Context: an optimization exercise on an open-source flow, tuned for small area. The choices shown serve that exercise and are no tape-out recipe.
Function was checked by simulation only, so behaviour that the tests miss may differ from the original.
Power is estimated from default activity; no workload was simulated.

==> design/flow/design.v <==
`default_nettype none
package te_pkt_pkg;
    typedef enum logic [3-1:0] {
        AK = 3'd0,
        WQ = 3'd1,
        WR = 3'd2,
        RQ = 3'd3,
        RR = 3'd4
    } pkt_type_e;
    typedef struct packed {
        logic [10-3-1:0]       waddr;
        logic [8-1:0]                   wstrb;
        logic [8*8-1:0]    wdata;
    } bm_word_t;
    typedef struct packed {
        logic [4-1:0] sid;
        logic [3-1:0]  xid;
        logic [10-1:0] addr;
        logic [4-1:0]  len;
    } rdreq_t;
endpackage
`default_nettype wire
`timescale 1ns/1ps
`default_nettype none
module te_pkt_fifo #(
    parameter int WIDTH = 1,
    parameter int DEPTH = 4
) (
    input  wire logic     clk_bus,
    input  wire logic     rst_n,
    input  wire logic     push,
    input  wire logic     pop,
    input  wire logic [WIDTH-1:0] wr_data,
    output logic [WIDTH-1:0]      rd_data,
    output logic          empty,
    output logic          full
);
    localparam int PTR_W = (DEPTH > 1) ? $clog2(DEPTH) : 1;
    localparam int CNT_W = $clog2(DEPTH + 1);
    logic [WIDTH-1:0] mem [DEPTH];
    logic [PTR_W-1:0] wr_ptr;
    logic [PTR_W-1:0] rd_ptr;
    logic [CNT_W-1:0] count;
    logic             do_push;
    logic             do_pop;
    function automatic logic [PTR_W-1:0] ptr_inc(input logic [PTR_W-1:0] ptr);
        ptr_inc = (ptr == PTR_W'(DEPTH - 1)) ? '0 : ptr + 1'b1;
    endfunction
    assign do_push = push && !full;
    assign do_pop  = pop && !empty;
    assign empty   = (count == '0);
    assign full    = (count == CNT_W'(DEPTH));
    assign rd_data = mem[rd_ptr];
    always_ff @(posedge clk_bus) begin
        if (do_push) begin
            mem[wr_ptr] <= wr_data;
        end
    end
    always_ff @(posedge clk_bus) begin
        if (!rst_n) begin
            wr_ptr <= '0;
            rd_ptr <= '0;
            count  <= '0;
        end else begin
            if (do_push) begin
                wr_ptr <= ptr_inc(wr_ptr);
            end
            if (do_pop) begin
                rd_ptr <= ptr_inc(rd_ptr);
            end
            case ({do_push, do_pop})
                2'b10:   count <= count + 1'b1;
                2'b01:   count <= count - 1'b1;
                default: count <= count;
            endcase
        end
    end
endmodule
`default_nettype wire
`timescale 1ns/1ps
`default_nettype none
module te_pkt_rx_parser (
    input  wire logic                      clk_bus,
    input  wire logic                      rst_n,
    input  wire logic                      pkt_sop,
    input  wire logic [8-1:0] pkt_data,
    output logic                           word_push,
    output te_pkt_pkg::bm_word_t word,
    output logic                           rdreq_push,
    output te_pkt_pkg::rdreq_t rdreq_rec
);
    localparam int BYTE_W    = 8;
    localparam int LANES     = 8;
    localparam int LANE_W    = 3;
    localparam int ADDR_W    = 10;
    localparam int LEN_W     = 4;
    localparam int ADDR_HI_W = 4;
    localparam int ADDR_LO_W = ADDR_W - ADDR_HI_W;
    typedef enum logic [2:0] {
        ST_IDLE,
        ST_HDR1,
        ST_HDR2,
        ST_HDR3,
        ST_DATA
    } rx_state_e;
    rx_state_e                   state;
    te_pkt_pkg::pkt_type_e                   pkt_type;
    logic [3-1:0]    xid;
    logic [4-1:0]   sid;
    logic [LEN_W-1:0]            len;
    logic [ADDR_HI_W-1:0]        addr_hi;
    logic [ADDR_W-1:0]           byte_addr;
    logic [LEN_W-1:0]            byte_cnt;
    logic [ADDR_W-LANE_W-1:0]    acc_waddr;
    logic [LANES-1:0]            acc_strb;
    logic [LANES*BYTE_W-1:0]     acc_data;
    logic [LANE_W-1:0]           lane;
    logic [LANES-1:0]            merged_strb;
    logic [LANES*BYTE_W-1:0]     merged_data;
    logic                        last_byte;
    logic                        lane_full;
    logic                        data_byte;
    logic                        emit;
    always_comb begin
        lane        = byte_addr[LANE_W-1:0];
        merged_strb = acc_strb;
        merged_data = acc_data;
        merged_strb[lane] = 1'b1;
        merged_data[lane*BYTE_W +: BYTE_W] = pkt_data;
    end
    assign last_byte = (byte_cnt == len);
    assign lane_full = (lane == {LANE_W{1'b1}});
    assign data_byte = (state == ST_DATA) && !pkt_sop;
    assign emit      = data_byte && (lane_full || last_byte);
    always_ff @(posedge clk_bus) begin
        if (!rst_n) begin
            state      <= ST_IDLE;
            word_push  <= 1'b0;
            rdreq_push <= 1'b0;
            acc_strb   <= '0;
        end else begin
            word_push  <= 1'b0;
            rdreq_push <= 1'b0;
            if (pkt_sop) begin
                if (pkt_data[7:5] == te_pkt_pkg::WQ || pkt_data[7:5] == te_pkt_pkg::RQ) begin
                    state <= ST_HDR1;
                end else begin
                    state <= ST_IDLE;
                end
                if (|acc_strb) begin
                    word_push <= 1'b1;
                    acc_strb  <= '0;
                end
            end else begin
                case (state)
                    ST_HDR1: state <= ST_HDR2;
                    ST_HDR2: state <= ST_HDR3;
                    ST_HDR3: begin
                        if (pkt_type == te_pkt_pkg::RQ) begin
                            rdreq_push <= 1'b1;
                            state      <= ST_IDLE;
                        end else begin
                            state <= ST_DATA;
                        end
                    end
                    ST_DATA: begin
                        if (emit) begin
                            word_push <= 1'b1;
                            acc_strb  <= '0;
                        end else begin
                            acc_strb <= merged_strb;
                        end
                        if (last_byte) begin
                            state <= ST_IDLE;
                        end
                    end
                    default: state <= ST_IDLE;
                endcase
            end
        end
    end
    always_ff @(posedge clk_bus) begin
        if (pkt_sop) begin
            pkt_type   <= te_pkt_pkg::pkt_type_e'(pkt_data[7:5]);
            xid        <= pkt_data[3-1:0];
            word.waddr <= acc_waddr;
            word.wstrb <= acc_strb;
            word.wdata <= acc_data;
            acc_data   <= '0;
        end else begin
            case (state)
                ST_HDR1: sid <= pkt_data[7:4];
                ST_HDR2: begin
                    len     <= pkt_data[7:4];
                    addr_hi <= pkt_data[ADDR_HI_W-1:0];
                end
                ST_HDR3: begin
                    byte_addr      <= {addr_hi, pkt_data[ADDR_LO_W-1:0]};
                    byte_cnt       <= '0;
                    rdreq_rec.sid  <= sid;
                    rdreq_rec.xid  <= xid;
                    rdreq_rec.addr <= {addr_hi, pkt_data[ADDR_LO_W-1:0]};
                    rdreq_rec.len  <= len;
                end
                ST_DATA: begin
                    byte_addr <= byte_addr + 1'b1;
                    byte_cnt  <= byte_cnt + 1'b1;
                    acc_waddr <= byte_addr[ADDR_W-1:LANE_W];
                    if (emit) begin
                        word.waddr <= byte_addr[ADDR_W-1:LANE_W];
                        word.wstrb <= merged_strb;
                        word.wdata <= merged_data;
                        acc_data   <= '0;
                    end else begin
                        acc_data <= merged_data;
                    end
                end
                default: ;
            endcase
        end
    end
endmodule
`default_nettype wire
`timescale 1ns/1ps
`default_nettype none
module te_pkt_bm_writer (
    input  wire logic                                        clk_bus,
    input  wire logic                                        rst_n,
    input  wire logic                                        word_empty,
    input  wire te_pkt_pkg::bm_word_t word,
    input  wire logic [10-1:0]                   ib_base,
    input  wire logic                                        bm_gnt,
    output logic                                             word_pop,
    output logic                                             bm_req,
    output logic [10-1:0]                        bm_addr,
    output logic [8-1:0]                    bm_wstrb,
    output logic [8*8-1:0]     bm_wdata
);
    localparam int ADDR_W = 10;
    typedef enum logic {
        WR_IDLE,
        WR_REQ
    } wr_state_e;
    wr_state_e state;
    assign word_pop = (state == WR_IDLE) && !word_empty;
    assign bm_req   = (state == WR_REQ);
    always_ff @(posedge clk_bus) begin
        if (!rst_n) begin
            state <= WR_IDLE;
        end else begin
            case (state)
                WR_IDLE: if (word_pop) state <= WR_REQ;
                WR_REQ:  if (bm_gnt) state <= WR_IDLE;
                default: state <= WR_IDLE;
            endcase
        end
    end
    always_ff @(posedge clk_bus) begin
        if (word_pop) begin
            bm_addr  <= ib_base + ADDR_W'(word.waddr);
            bm_wstrb <= word.wstrb;
            bm_wdata <= word.wdata;
        end
    end
endmodule
`default_nettype wire
`timescale 1ns/1ps
`default_nettype none
module te_pkt (
    input  wire logic                                        clk_bus,
    input  wire logic                                        rst_n,
    input  wire logic                                        pkt_sop,
    input  wire logic [8-1:0]                   pkt_data,
    input  wire logic [10-1:0]                   ib_base,
    input  wire logic                                        bm_gnt,
    output logic                                             bm_req,
    output logic [10-1:0]                        bm_addr,
    output logic [8-1:0]                    bm_wstrb,
    output logic [8*8-1:0]     bm_wdata,
    input  wire logic                                        rdreq_pop,
    output logic                                             rdreq_valid,
    output te_pkt_pkg::rdreq_t rdreq
);
    logic     word_push;
    te_pkt_pkg::bm_word_t parsed_word;
    logic     word_pop;
    te_pkt_pkg::bm_word_t head_word;
    logic     word_empty;
    logic     rdreq_push;
    te_pkt_pkg::rdreq_t   parsed_rdreq;
    logic     rdreq_empty;
    logic     rdreq_fifo_pop;
    assign rdreq_valid    = !rdreq_empty;
    assign rdreq_fifo_pop = rdreq_pop && rdreq_valid;
    te_pkt_rx_parser rx_parser_i (
        .clk_bus    (clk_bus),
        .rst_n      (rst_n),
        .pkt_sop    (pkt_sop),
        .pkt_data   (pkt_data),
        .word_push  (word_push),
        .word       (parsed_word),
        .rdreq_push (rdreq_push),
        .rdreq_rec  (parsed_rdreq)
    );
    te_pkt_fifo #(
        .WIDTH     (10 - 3 + 8
                    + 8 * 8),
        .DEPTH     (8)
    ) word_fifo_i (
        .clk_bus (clk_bus),
        .rst_n   (rst_n),
        .push    (word_push),
        .pop     (word_pop),
        .wr_data (parsed_word),
        .rd_data (head_word),
        .empty   (word_empty),
        .full    ()
    );
    te_pkt_fifo #(
        .WIDTH     (4 + 3 + 10 + 4),
        .DEPTH     (2)
    ) rdreq_fifo_i (
        .clk_bus (clk_bus),
        .rst_n   (rst_n),
        .push    (rdreq_push),
        .pop     (rdreq_fifo_pop),
        .wr_data (parsed_rdreq),
        .rd_data (rdreq),
        .empty   (rdreq_empty),
        .full    ()
    );
    te_pkt_bm_writer bm_writer_i (
        .clk_bus    (clk_bus),
        .rst_n      (rst_n),
        .word_empty (word_empty),
        .word       (head_word),
        .ib_base    (ib_base),
        .bm_gnt     (bm_gnt),
        .word_pop   (word_pop),
        .bm_req     (bm_req),
        .bm_addr    (bm_addr),
        .bm_wstrb   (bm_wstrb),
        .bm_wdata   (bm_wdata)
    );
endmodule
`default_nettype wire
==> design/flow/run.sh <==
#!/bin/bash
# synth_recipe.tcl (not shown) runs the flow's synth.tcl, then flattens the netlist and writes it again
# the make line also repeats each setting of config.mk as NAME=value (left out here)
make -C /OpenROAD-flow-scripts/flow DESIGN_CONFIG=/design/flow/config.mk WORK_HOME=/design/flow/orfs CLKGATE_MAP_FILE= SYNTH_SCRIPT=/design/flow/synth_recipe.tcl finish
==> design/flow/config.mk <==
export PLATFORM = sky130hd
export DESIGN_NAME = te_pkt
export DESIGN_NICKNAME = te_pkt
export VERILOG_FILES = /design/flow/design.v
export SDC_FILE = /design/flow/constraint.sdc
export NUM_CORES = 4
export LEC_CHECK = 0
export CAP_MARGIN = 20
export CORE_MARGIN = 2
export CORE_UTILIZATION = 40
export SLEW_MARGIN = 20
==> design/flow/constraint.sdc <==
create_clock -name core_clock -period 4.0 [get_ports {clk_bus}]
set_input_delay 0.8000 -clock core_clock [delete_from_list [all_inputs] [get_ports {clk_bus}]]
set_output_delay 0.8000 -clock core_clock [all_outputs]
set_load 0.01 [all_outputs]
==> metrics.cfg <==
[sta]
hold_viol = 0
fin_ws_ps = 822.3
post-route-min-period_ps = 3178
fin_crit_sh_pct = 79.44
setup_viol = 0
finClkSkew_ps = 25.20
tightest_slew_ps = 1008
holdWs_ps = 423.1
fmax_mhz = 314.7
rsz0062_at_grt = false
slew_headroom_pct = 32.28
final_max_slew_viol_count = 0
fin_setup_tns_ps = 0

[drt]
routed-via-count = 18040
wl_per_cell_um = 23.15
dr.pass1.iters = 5
via_per_inst = 5.372
routed_wl_um = 77740
route.detailed.drc = 0
drtAntennaViolNets = 0
drt_iter0_drc = 1528

[global_route]
track_usage_pct = 16.48
grt_max_degree = 117
gr-total-overflow = 0
first_global_vias = 18940
antenna_found_initial = 0
grt_pass1_wl_um = 117800

[cts]
cts_tree = done
numCtsBuffers = 101
postCtsSetupRepairBufs = 0
clock_sinks = 991
cts_resized = 0
cts_max_path_buffers = 3
clk_root_buffer_cell = clkbuf_16
cts_max_level = 3
clk_pin_slew_ps = 60
holdBufCountCts = 0
clkLatencyLatePin_ps = 670

[layout]
drive_gt1_share_pct = 23.07
nets = 2080
diodes = 0
register_area_um2 = 28810
final_cells = 3358
n_fill_cell = 7599
synthToLayoutAreaGrowth_pct = 17.72
fin_util_pct = 47.60
multi_input_area_um2 = 8128

[yosys]
synthAdderAreaFrac_pct = 0.9492
synthTopCellsByCount = 895 x edfxtp_1, 158 x mux4_2, 105 x mux2_2
yosys-top-cells-area = edfxtp_1 72%, mux4_2 9.6%, dfxtp_1 5.2%
synth_top_area_cell = edfxtp_1
async_flop_share_pct = 0
synth_xor_area_share_pct = 0.6126
ys.flop_type = edfxtp_1
yosys_warnings = 4
synth_mux_area_share_pct = 12.83
synth_fp_nets = 1868
synth.distinct_cells = 54
synth_compound_area_share_pct = 4.133
synth.top_cell.area_share_pct = 72.30
ys_ff_latch = 991
synth.most_common_cell = edfxtp_1
synth_top_family_by_area = multiplexers
synthCells = 1818
seq_area_frac_synth_pct = 77.47
synth.avg_cell_area_um2 = 20.45
synthSimpleGateAreaFrac_pct = 3.036
synth_edf_count = 895
synthesis.area_um2 = 37170

[setup_path]
reg2reg_setup_slack_ps = 820
cp-start-kind = flip-flop
cp_max_fo = 16
required_ps = 4520
path_buf_inv = 1
cp.arrival_ps = 3700
path_cells = mux4_2 -> mux2_2 -> ha_1 -> inv_1 -> fa_1 -> nor2b_1 -> o21ai_0 -> a21oi_1 -> or4b_2 -> nand4_1
critPathKind = reg2reg
crit_family = multiplexers
critical-path-max-stage-delay_ps = 630
worst_path_max_delay_cell = or4b_2
critPathCaptureType = flip-flop

[pwr]
power_density_nw_per_um2 = 586.1
cellLeakagePower_nw = 13.95
peakVddDrop_uv = 434.0

[place]
routabilityCongestion = 0.8513
dp.final_hpwl_um = 43940
place_inst = 3170
place_ws_ps = 780.4
portBuffers = 127

[die]
initial_core_util_pct = 40.43
die_w_um = 308.9
fp.dieH_um = 308.9
core_um2 = 91940
dieArea_um2 = 95390
rows = 111
ios = 128

[run_status]
status = timing/DRC/antenna clean

[flow_run]
drv_cap = 0

[worst_hold_path]
hold_path_class = reg2reg

## layer usage
layer	global-route usage [%]	up-vias	wire length, µm
met2	26.99	503	38120
met5	0	-	0
li1	-	7864	-
met4	4.109	0	1423
met3	2.754	112	4132
met1	23.10	9561	34070
## power by group
group / internal, mW / leakage [nW] / switching [mW] / total [mW]
Clock: 5.56 / 1.63 / 3.87 / 9.43
Combinational: 2.06 / 3.30 / 1.81 / 3.87
Sequential: 12.0 / 9.02 / 0.337 / 12.3
Total: 19.6 / 13.9 / 6.02 / 25.6
## metrics by stage
step                      power, mW  area (µm²)
after floorplan               14.82       37240
after global placement        16.50       40380
after detailed placement      16.55       40390
after CTS                     26.00       43760
after global routing          26.66       43760
final                         25.65       43760
## final cells by class
cell class,count,area share (%)
Clock buffer,138,6.302
Clock inverter,50,1.401
Inverter,20,0.1716
Multi-Input combinational cell,739,18.57
Sequential cell,991,65.83
Tap cell,1243,3.554
Timing Repair Buffer,177,4.163
## final timing paths
check | from | endpoint | cells after the start
setup / recovery | flip-flop | bm_writer_i.bm_addr[8]$_DFFE_PP_ | 10
hold / removal | rx_parser_i.sid[1]$_DFFE_PP_ | rx_parser_i.rdreq_rec[18]$_DFFE_PP_ | 0
setup reg to reg | flip-flop | bm_writer_i.bm_addr[8]$_DFFE_PP_ | 10
hold reg to reg | rx_parser_i.sid[1]$_DFFE_PP_ | rx_parser_i.rdreq_rec[18]$_DFFE_PP_ | 0
## sequential cells by signal, summed over array words and instances, names as in the netlist, 7 cells and up, named ones only
signal,cells
rx_parser_i.acc_waddr,7
rx_parser_i.byte_addr,10
rdreq_fifo_i.mem,42
bm_writer_i.bm_wstrb,8
bm_writer_i.bm_addr,10
rx_parser_i.acc_data,64
rx_parser_i.word,79
rx_parser_i.acc_strb,8
rx_parser_i.rdreq_rec,21
bm_writer_i.bm_wdata,64
word_fifo_i.mem,632
## cells by family after synthesis
family          count (synthesis)
buf+inv                        88
compound gates                198
mux                           266
fa+ha+maj                      27
simple gates                  222
xor+xnor                       26
flops                         991
## placed cells by master, fill, tap and decap left out, types with 6 or more instances in the layout
cell	netlist	layout
a21o_1	8	8
xnor2_1	15	15
dfxtp_1	96	93
nand3_1	13	13
clkbuf_1	42	29
nand2b_1	16	16
and2_1	10	10
clkinv_1	1	10
xor2_1	11	11
edfxtp_1	895	895
o21ai_0	39	38
bufinv_16	0	11
clkdlybuf4s50_1	0	127
clkinv_2	0	19
nor2_1	40	37
inv_1	19	19
clkbuf_8	0	7
a21boi_0	6	6
mux4_2	158	158
clkbuf_16	0	102
buf_4	2	36
and3_1	9	9
nor2b_1	20	20
o2bb2ai_1	46	46
a22o_1	61	61
nand2_1	72	72
buf_12	0	14
ha_1	25	25
a32o_1	10	10
mux2_2	105	105

## port drivers added, routing unchanged
How much do the figures lean on ideal ports? The routed layout below was timed once more, with nothing changed but the port constraints. Step 1 sets driving cells, clkbuf_16 on the clock port and buf_2 on the other inputs (assumed; they add their load-dependent delay and slew). Step 2, shift: input delay + t, output delay - t, t = (earliest + latest rising clock arrival at the registers) / 2. This alone moves slack from input paths to output paths. Slacks: ideal ports / drivers / drivers and shift; pairs: ideal ports / drivers.
t, ns: 0.725
setup slack, ns: 0.822 / 0.822 / 0.750
worst register clock-pin slew, ns: 0.07 / 0.07
After both steps this run still meets setup and hold. The setup slack of this run moves by 0.000 ns with the drivers and by -0.072 ns with both steps.
